What follows belongs to an exercise in optimizing a design on an open flow for small area and a short achievable clock period; a production flow would make more cautious choices.
The RTL was checked by simulation tests, not by an equivalence proof against the original design.
Power figures rest on the tool's default switching activity, not on a simulated workload.

<file path="flow/config.mk">
export PLATFORM = sky130hd
export DESIGN_NAME = cpu_top
export DESIGN_NICKNAME = cpu_top
export VERILOG_FILES = /design/flow/design.v
export SDC_FILE = /design/flow/constraint.sdc
export NUM_CORES = 4
export LEC_CHECK = 0
export CAP_MARGIN = 20
export CORE_MARGIN = 2
export CORE_UTILIZATION = 40
export SLEW_MARGIN = 20
</file>
<file path="flow/constraint.sdc">
create_clock -name core_clock -period 12.0 [get_ports {clk}]
set_input_delay 2.4000 -clock core_clock [delete_from_list [all_inputs] [get_ports {clk}]]
set_output_delay 2.4000 -clock core_clock [all_outputs]
set_load 0.01 [all_outputs]
</file>
<file path="flow/design.v">
package cpu_pkg;
  localparam int WORD_W       = 32;
  localparam int REG_ADDR_W   = 5;
  localparam int OPCODE_W     = 6;
  localparam int FUNCT_W      = 6;
  localparam int ALU_CLASS_W  = 2;
  localparam int ALU_OP_W     = 4;
  localparam int JUMP_INDEX_W = 26;  
  localparam int REG_COUNT    = 32;
  typedef logic [WORD_W-1:0]      word_t;
  typedef logic [REG_ADDR_W-1:0]  reg_addr_t;
  typedef logic [OPCODE_W-1:0]    opcode_t;
  typedef logic [FUNCT_W-1:0]     funct_t;
  typedef logic [ALU_CLASS_W-1:0] alu_class_t;  
  typedef logic [ALU_OP_W-1:0]    alu_op_t;     
  localparam opcode_t OP_RTYPE = 6'b000000;
  localparam opcode_t OP_LW    = 6'b100011;
  localparam opcode_t OP_SW    = 6'b101011;
  localparam opcode_t OP_BEQ   = 6'b000100;
  localparam opcode_t OP_J     = 6'b000010;
  localparam opcode_t OP_JAL   = 6'b000011;
  localparam opcode_t OP_JR    = 6'b000101;  
  localparam opcode_t OP_ADDI  = 6'b001000;
  localparam funct_t FUNCT_ADD = 6'b100000;
  localparam funct_t FUNCT_SUB = 6'b100010;
  localparam funct_t FUNCT_AND = 6'b100100;
  localparam funct_t FUNCT_OR  = 6'b100101;
  localparam funct_t FUNCT_SLT = 6'b101010;
  localparam alu_class_t ALU_CLASS_ADD   = 2'b00;  
  localparam alu_class_t ALU_CLASS_SUB   = 2'b01;  
  localparam alu_class_t ALU_CLASS_FUNCT = 2'b10;  
  localparam alu_class_t ALU_CLASS_NONE  = 2'b11;
  localparam alu_op_t ALU_AND  = 4'b0000;
  localparam alu_op_t ALU_OR   = 4'b0001;
  localparam alu_op_t ALU_ADD  = 4'b0010;
  localparam alu_op_t ALU_SUB  = 4'b0110;
  localparam alu_op_t ALU_SLT  = 4'b0111;
  localparam alu_op_t ALU_NONE = 4'b1111;  
  localparam reg_addr_t REG_ZERO = 5'd0;   
  localparam reg_addr_t REG_RA   = 5'd31;  
  localparam word_t PC_STEP  = 32'd4;  
  localparam word_t RESET_PC = 32'd0;  
endpackage
`timescale 1ns/100ps
module main_decoder (
  input  cpu_pkg::opcode_t    opcode,
  input  logic                reset,
  output logic                reg_dst,
  output logic                alu_src,
  output logic                mem_to_reg,
  output logic                reg_write,
  output logic                mem_write,
  output logic                branch,
  output logic                jump,
  output logic                link,
  output logic                jump_reg,
  output logic                pc_hold,
  output logic                halted,
  output cpu_pkg::alu_class_t alu_class
);
  always_comb begin
    reg_dst    = 1'b0;
    alu_src    = 1'b0;
    mem_to_reg = 1'b0;
    reg_write  = 1'b0;
    mem_write  = 1'b0;
    branch     = 1'b0;
    jump       = 1'b0;
    link       = 1'b0;
    jump_reg   = 1'b0;
    pc_hold    = 1'b0;
    halted     = 1'b0;
    alu_class  = cpu_pkg::ALU_CLASS_NONE;
    case (opcode)
      cpu_pkg::OP_RTYPE: begin
        reg_dst   = 1'b1;
        reg_write = 1'b1;
        alu_class = cpu_pkg::ALU_CLASS_FUNCT;
      end
      cpu_pkg::OP_LW:    begin
        alu_src    = 1'b1;  
        mem_to_reg = 1'b1;
        reg_write  = 1'b1;
        alu_class  = cpu_pkg::ALU_CLASS_ADD;
      end
      cpu_pkg::OP_SW:    begin
        alu_src   = 1'b1;
        mem_write = 1'b1;
        alu_class = cpu_pkg::ALU_CLASS_ADD;
      end
      cpu_pkg::OP_BEQ:   begin
        branch    = 1'b1;
        alu_class = cpu_pkg::ALU_CLASS_SUB;  
      end
      cpu_pkg::OP_J:     jump = 1'b1;
      cpu_pkg::OP_JAL:   begin
        jump      = 1'b1;
        link      = 1'b1;
        reg_write = 1'b1;  
      end
      cpu_pkg::OP_JR:    jump_reg = 1'b1;                                       
      cpu_pkg::OP_ADDI:  begin
        alu_src   = 1'b1;
        reg_write = 1'b1;
        alu_class = cpu_pkg::ALU_CLASS_ADD;
      end
      default:  begin
        pc_hold = 1'b1;
        halted  = 1'b1;  
      end
    endcase
    if (reset) begin
      reg_write = 1'b0;
      mem_write = 1'b0;
    end
  end
endmodule
`timescale 1ns/100ps
module alu_decoder (
  input  cpu_pkg::alu_class_t alu_class,
  input  cpu_pkg::funct_t     funct,
  output cpu_pkg::alu_op_t    alu_op
);
  always_comb begin
    case (alu_class)
      cpu_pkg::ALU_CLASS_ADD: alu_op = cpu_pkg::ALU_ADD;  
      cpu_pkg::ALU_CLASS_SUB: alu_op = cpu_pkg::ALU_SUB;  
      cpu_pkg::ALU_CLASS_FUNCT: begin
        case (funct)
          cpu_pkg::FUNCT_ADD: alu_op = cpu_pkg::ALU_ADD;
          cpu_pkg::FUNCT_SUB: alu_op = cpu_pkg::ALU_SUB;
          cpu_pkg::FUNCT_AND: alu_op = cpu_pkg::ALU_AND;
          cpu_pkg::FUNCT_OR:  alu_op = cpu_pkg::ALU_OR;
          cpu_pkg::FUNCT_SLT: alu_op = cpu_pkg::ALU_SLT;
          default:   alu_op = cpu_pkg::ALU_NONE;
        endcase
      end
      default: alu_op = cpu_pkg::ALU_NONE;  
    endcase
  end
endmodule
`timescale 1ns/100ps
module alu (
  input  cpu_pkg::word_t   a,
  input  cpu_pkg::word_t   b,
  input  cpu_pkg::alu_op_t op,
  output cpu_pkg::word_t   result,
  output logic             zero
);
  cpu_pkg::word_t sum;   
  cpu_pkg::word_t diff;  
  assign sum  = a + b;
  assign diff = a - b;
  always_comb begin
    case (op)
      cpu_pkg::ALU_AND: result = a & b;
      cpu_pkg::ALU_OR:  result = a | b;
      cpu_pkg::ALU_ADD: result = sum;
      cpu_pkg::ALU_SUB: result = diff;
      cpu_pkg::ALU_SLT: result = {{(cpu_pkg::WORD_W-1){1'b0}}, diff[cpu_pkg::WORD_W-1]};  
      default: result = '0;  
    endcase
  end
  assign zero = (result == '0);
endmodule
`timescale 1ns/100ps
module reg_file (
  input  logic               clk,
  input  logic               reset,
  input  logic               write_en,
  input  cpu_pkg::reg_addr_t read_addr1,
  input  cpu_pkg::reg_addr_t read_addr2,
  input  cpu_pkg::reg_addr_t write_addr,
  input  cpu_pkg::word_t     write_data,
  output cpu_pkg::word_t     read_data1,
  output cpu_pkg::word_t     read_data2
);
  cpu_pkg::word_t regs [cpu_pkg::REG_COUNT];  
  always_ff @(posedge clk) begin
    if (reset) begin
      for (int i = 0; i < cpu_pkg::REG_COUNT; i++) begin
        regs[i] <= '0;  
      end
    end else if (write_en && (write_addr != cpu_pkg::REG_ZERO)) begin
      regs[write_addr] <= write_data;  
    end
  end
  assign read_data1 = (read_addr1 == cpu_pkg::REG_ZERO) ? '0 : regs[read_addr1];
  assign read_data2 = (read_addr2 == cpu_pkg::REG_ZERO) ? '0 : regs[read_addr2];
endmodule
`timescale 1ns/100ps
module pc_unit (
  input  logic                              clk,
  input  logic                              reset,
  input  logic                              hold,
  input  logic                              branch_taken,
  input  logic                              jump,
  input  logic                              jump_reg,
  input  cpu_pkg::word_t                    branch_offset,
  input  logic [cpu_pkg::JUMP_INDEX_W-1:0]  jump_index,
  input  cpu_pkg::word_t                    reg_target,
  output cpu_pkg::word_t                    pc,
  output cpu_pkg::word_t                    pc_plus4
);
  cpu_pkg::word_t branch_target;  
  cpu_pkg::word_t jump_target;    
  cpu_pkg::word_t pc_next;
  assign pc_plus4      = pc + cpu_pkg::PC_STEP;
  assign branch_target = pc_plus4 + {branch_offset[cpu_pkg::WORD_W-3:0], 2'b00};
  assign jump_target   = {pc_plus4[cpu_pkg::WORD_W-1:cpu_pkg::WORD_W-4], jump_index, 2'b00};
  always_comb begin
    if (jump_reg) begin
      pc_next = reg_target;      
    end else if (jump) begin
      pc_next = jump_target;     
    end else if (branch_taken) begin
      pc_next = branch_target;
    end else begin
      pc_next = pc_plus4;        
    end
  end
  always_ff @(posedge clk) begin
    if (reset) begin
      pc <= cpu_pkg::RESET_PC;
    end else if (!hold) begin
      pc <= pc_next;
    end
  end
endmodule
`timescale 1ns/100ps
module datapath (
  input  logic              clk,
  input  logic              reset,
  input  logic              reg_dst,
  input  logic              alu_src,
  input  logic              mem_to_reg,
  input  logic              reg_write,
  input  logic              mem_write,
  input  logic              branch,
  input  logic              jump,
  input  logic              link,
  input  logic              jump_reg,
  input  logic              pc_hold,
  input  cpu_pkg::alu_op_t  alu_op,
  input  cpu_pkg::word_t    imem_data,
  input  cpu_pkg::word_t    dmem_rdata,
  output cpu_pkg::opcode_t  opcode,
  output cpu_pkg::funct_t   funct,
  output cpu_pkg::word_t    imem_addr,
  output cpu_pkg::word_t    dmem_addr,
  output cpu_pkg::word_t    dmem_wdata,
  output logic              dmem_we
);
  cpu_pkg::reg_addr_t               rs;
  cpu_pkg::reg_addr_t               rt;
  cpu_pkg::reg_addr_t               rd;
  logic [15:0]             imm;
  logic [cpu_pkg::JUMP_INDEX_W-1:0] jump_index;
  cpu_pkg::word_t                   imm_ext;     
  cpu_pkg::word_t     pc_plus4;
  cpu_pkg::word_t     rs_data;
  cpu_pkg::word_t     rt_data;
  cpu_pkg::word_t     alu_b;
  cpu_pkg::word_t     alu_result;
  logic      alu_zero;
  cpu_pkg::reg_addr_t write_addr;
  cpu_pkg::word_t     write_data;
  assign opcode     = imem_data[31:26];
  assign rs         = imem_data[25:21];
  assign rt         = imem_data[20:16];
  assign rd         = imem_data[15:11];
  assign imm        = imem_data[15:0];
  assign jump_index = imem_data[cpu_pkg::JUMP_INDEX_W-1:0];
  assign funct      = imem_data[5:0];
  assign imm_ext    = {{(cpu_pkg::WORD_W-16){imm[15]}}, imm};
  pc_unit u_pc_unit (
    .clk           (clk),
    .reset         (reset),
    .hold          (pc_hold),
    .branch_taken  (branch & alu_zero),  
    .jump          (jump),
    .jump_reg      (jump_reg),
    .branch_offset (imm_ext),
    .jump_index    (jump_index),
    .reg_target    (rs_data),
    .pc            (imem_addr),
    .pc_plus4      (pc_plus4)
  );
  assign write_addr = link ? cpu_pkg::REG_RA : (reg_dst ? rd : rt);
  assign write_data = link ? pc_plus4 : (mem_to_reg ? dmem_rdata : alu_result);
  reg_file u_reg_file (
    .clk        (clk),
    .reset      (reset),
    .write_en   (reg_write),
    .read_addr1 (rs),
    .read_addr2 (rt),
    .write_addr (write_addr),
    .write_data (write_data),
    .read_data1 (rs_data),
    .read_data2 (rt_data)
  );
  assign alu_b = alu_src ? imm_ext : rt_data;  
  alu u_alu (
    .a      (rs_data),
    .b      (alu_b),
    .op     (alu_op),
    .result (alu_result),
    .zero   (alu_zero)
  );
  assign dmem_addr  = alu_result;
  assign dmem_wdata = rt_data;    
  assign dmem_we    = mem_write;
endmodule
`timescale 1ns/100ps
module cpu_top (
  input  logic           clk,
  input  logic           reset,
  input  cpu_pkg::word_t imem_data,
  input  cpu_pkg::word_t dmem_rdata,
  output cpu_pkg::word_t imem_addr,
  output cpu_pkg::word_t dmem_addr,
  output cpu_pkg::word_t dmem_wdata,
  output logic           dmem_we,
  output logic           halted
);
  cpu_pkg::opcode_t    opcode;
  cpu_pkg::funct_t     funct;
  cpu_pkg::alu_class_t alu_class;
  cpu_pkg::alu_op_t    alu_op;
  logic       reg_dst, alu_src, mem_to_reg, reg_write, mem_write;
  logic       branch, jump, link, jump_reg, pc_hold;
  main_decoder u_main_decoder (
    .opcode (opcode), .reset (reset),
    .reg_dst (reg_dst), .alu_src (alu_src), .mem_to_reg (mem_to_reg),
    .reg_write (reg_write), .mem_write (mem_write), .branch (branch),
    .jump (jump), .link (link), .jump_reg (jump_reg),
    .pc_hold (pc_hold), .halted (halted), .alu_class (alu_class)
  );
  alu_decoder u_alu_decoder (.alu_class (alu_class), .funct (funct), .alu_op (alu_op));
  datapath u_datapath (
    .clk (clk), .reset (reset),
    .reg_dst (reg_dst), .alu_src (alu_src), .mem_to_reg (mem_to_reg),
    .reg_write (reg_write), .mem_write (mem_write), .branch (branch),
    .jump (jump), .link (link), .jump_reg (jump_reg), .pc_hold (pc_hold),
    .alu_op (alu_op), .imem_data (imem_data), .dmem_rdata (dmem_rdata),
    .opcode (opcode), .funct (funct), .imem_addr (imem_addr),
    .dmem_addr (dmem_addr), .dmem_wdata (dmem_wdata), .dmem_we (dmem_we)
  );
endmodule
</file>
<file path="flow/run.sh">
#!/bin/bash
# synth_recipe.tcl (not shown) runs the flow's synth.tcl, then flattens the netlist and writes it again
# the make line also repeats each setting of config.mk as NAME=value (left out here)
make -C /OpenROAD-flow-scripts/flow DESIGN_CONFIG=/design/flow/config.mk WORK_HOME=/design/flow/orfs CLKGATE_MAP_FILE= SYNTH_SCRIPT=/design/flow/synth_recipe.tcl finish
</file>
==> notes.md <==
run status=no timing/DRC/antenna violations; row cnt=around 140; sequential area share after synthesis=~51%; port buffer count=~160; drt initial violations=6593; Area Overhead vs Synth=13.8%; Yosys cell types=93; CTS Hold Bufs=0; dominant cell type by area after synthesis=edfxtp_1; reported max-cap violation count=0; CTS Buf Count=113; CP delay by family, top=multiplexers; vias per inst=between 6 and 7; Compound-Gate Fraction of Synth Area=under 10%; Clock Path Buffers=3; CP bufs+invs=3; global-route wire length before repair=340 mm; share of the synthesized area in the top cell type=~50%; slowest CP cell=a2111oi_1; Reg clk slew, reported paths=about 0.050 ns; Tcrit/Tclk final=~96%; Die Area=158000 µm²; Residual DRC=0; Max Freq=about 87 MHz; Top FF cell, synth=edfxtp_1; # setup viols final=0; Max Slew Vio Count=0; Pwr Density=around 140 nW/µm²; vias=46300; Static Leak=roughly 25 nW; # H-tree levels=3; TritonRoute pass-1 iters=8; most used cell, CP=mux2i_1; total global-route track usage=30.4%; yosys warns=5; WL/cell=about 34 µm; Tightest Pin Transition=1.11 ns; layout cells sized above 1=approximately 23%; Initial Util=40.2%; CTS tree=done; Die Ht=about 400 µm; crit end category=output pin; Rel. slew slack=around a quarter; CP cell instances=buf_8 > buf_4 > mux4_2 > mux4_2 > mux2i_1 > nor2_1 > mux2i_1 > ha_1 > nor2b_1 > nor4_1 > a2111oi_1 > o21ai_1 > nor3_1 > nor3_1 > o31ai_1 > mux2i_1 > or4b_2 > clkdlybuf4s50_1; core area=roughly 150000 µm²; mux cell area share after synthesis=23.5%; CP Data Required Time=about 9.6 ns; Post-Synth XOR/XNOR Area=0.822%; Post-Synthesis Cells=approximately 5000; Post-synth EDFFs=approximately 1000; Final TNS setup=0 ns; CP Launch Type=primary input; adder-cell share of the synthesized area=2.63%; Routed Antenna Nets=0; Die W=397 µm; WHS=roughly 0.57 ns; IO Count=approximately 160; number of post-CTS setup repair buffers=0; initial antenna violation count=8; Hold Vio Cnt, Final=0; synth top area cells=edfxtp_1 50%, mux4_2 20%, nor2_1 7.6%; largest family of logic cells by synthesized area=multiplexers; vias in the first global route=approximately 45000; syn_area_per_cell=~13 µm²; post-layout minimum cycle time=approximately 11 ns; peak fanout along the critical path=57; ys async rst share=0%; RSZ-0062 raised after global routing=false; Worst Skew=about 0.045 ns; Peak VDD IR=roughly 120 µV; worst hold path class=reg2reg; Crit Path Class=in2out; PostCTS Resize Cnt=0; gr ovfl total=0; Clk Latency, worst-skew pair=0.76 ns; simple-gate portion of the synthesized area=approximately 11%; largest net degree at the start of global routing=98; Final #Nets=approximately 5200; Post-Synthesis Cell Area=approximately 60000 µm²; synthesis-stage register bit count=approximately 1100; CTS root buffer=clkbuf_16; CTS Sinks=approximately 1100; Worst path max stage delay=around 0.85 ns; RePlAce Congestion=between 0.9 and 1; CP arrival=about 9.1 ns; HPWL after DPL=around 160 mm; Routed WL=243 mm
cells by family after synthesis:
group | after synthesis
compound gates | 661
xor+xnor | 58
fa+ha+maj | 128
buf+inv | 589
flops | 1056
mux | 744
other cells | 1
simple gates | 1658
state kept, by name (all words and copies together), names as in the netlist:
register / flops
u_datapath.u_reg_file.regs: 1024
u_datapath.u_pc_unit.pc: 32
cells in the mapped netlist (10+ instances only):
library cell,count
xnor2_1,29
and3_1,19
inv_1,126
o22ai_1,43
a211o_1,15
nand4_1,15
nor2_1,1258
nand2_1,163
nand3_1,33
a221oi_1,45
o221ai_1,41
and2_1,16
a211oi_1,45
mux4_2,562
o21ai_0,77
a21oi_1,169
nor4_1,16
ha_1,125
a22o_1,16
or3_1,16
o211ai_1,37
buf_2,18
mux2_2,49
buf_1,66
edfxtp_1,1024
o31ai_1,10
clkbuf_1,370
o21a_1,13
xor2_1,29
a21o_1,41
nand2b_1,27
dfxtp_1,32
nor3_1,38
mux2i_1,133
nor2b_1,18
layer usage:
layer	vias up	part of all wire (%)	track usage [%]
met1	23700	37	40.3
met2	3249	46	47.2
met5	-	0	0
li1	18700	-	-
met3	547	13	8.05
met4	0	4.5	12.8
cells in the final DEF (no fill, tap or decap), types with 43 or more instances in the layout:
cell and instances:
a211oi_1 45, clkbuf_16 115, buf_4 216, edfxtp_1 1024
mux4_2 562, nand2_1 100, clkdlybuf4s50_1 152, mux2_2 49
nor2_1 1258, ha_1 125, o21ai_0 76, a21oi_1 146
mux2i_1 133, nand2_2 60, o22ai_1 43, inv_1 126
final timing paths:
| check | start | end | slack [ns] | cells past startpoint |
|---|---|---|---|---|
| max | imem_data[16] | dmem_addr[31] | 0.53 | 18 |
| min | u_datapath.u_pc_unit.pc[16] | u_datapath.u_pc_unit.pc[16] | 0.57 | 2 |
| max reg2reg | u_datapath.u_reg_file.regs[12][7] | u_datapath.u_pc_unit.pc[15] | 4.09 | 20 |
| min reg2reg | u_datapath.u_pc_unit.pc[16] | u_datapath.u_pc_unit.pc[16] | 0.57 | 2 |
per-stage QoR:
| step | std cells | util [%] | total power [mW] | setup WS (ns) | area, µm² |
|---|---|---|---|---|---|
| CTS | 7106 | 45.7 | 9.98 | 0.537 | 70300 |
| global placement | 6900 | 43.4 | 6.60 | 0.530 | 66700 |
| finish | 7115 | 45.8 | 10.0 | 0.525 | 70300 |
| detailed placement | 6900 | 43.4 | 6.60 | 0.557 | 66800 |
| floorplan | 4926 | - | 5.65 | 0.796 | 61900 |
| global route | 7114 | 45.8 | 10.3 | 0.157 | 70300 |
worst reg2reg max path: stages, from the launching register on:
cell	delay, ns
edfxtp_1	0.40
mux4_2	0.47
mux4_2	0.57
mux2i_1	0.47
nor2_1	0.14
mux2_2	0.33
ha_1	0.55
nor2_1	0.17
a211o_1	0.34
a2bb2oi_1	0.45
nand4_1	0.44
nand2_1	0.29
o221a_2	0.22
o22ai_1	0.22
or4_1	0.61
or4_1	0.63
nor4_4	0.24
buf_4	0.51
mux2_2	0.45
a21oi_1	0.17
nor3_1	0.07
layout make-up:
class,instances,area (µm²)
Clock inverter,57,512
Clock buffer,149,3010
Sequential cell,1056,31400
Inverter,128,480
Antenna cell,7,17.5
Multi-Input combinational cell,3281,28800
Tap cell,2044,2560
Timing Repair Buffer,393,3610
Fill cell,13700,83300
report_power, final:
| part | total [mW] | internal (mW) | leakage, nW | switching, mW |
|---|---|---|---|---|
| clock | 3.42 | 1.89 | 1.71 | 1.54 |
| combinational | 2.35 | 0.827 | 12.1 | 1.53 |
| sequential | 4.24 | 4.17 | 10.8 | 0.0758 |

## what the ideal ports hide
The results above use ideal ports. As a check the final layout listed here was re-extracted and re-timed, cells and wires unchanged.
Step 1, drivers: a clkbuf_16 drives clk and a buf_2 each remaining input, both assumed.
Step 2 moves the port delays by t, midway between the first and last clock arrival at a register: inputs arrive t later, outputs are due t later. That takes back most of the time a late clock gives input paths.
Slacks: no drivers / after step 1 / after step 2; pairs: no drivers / after step 1.
t (ns): 0.810
slack for setup (ns): 0.525 / 0.458 / 0.458
clock arrival spread, ns: 0.046 / 0.045
slew at the worst register clock pin (ns): 0.07 / 0.07
cell pins on the clock port's net: 1
After both steps this run still meets setup and hold. For this run, drivers alone change the setup slack by -0.067 ns; drivers and shift together by -0.067 ns.
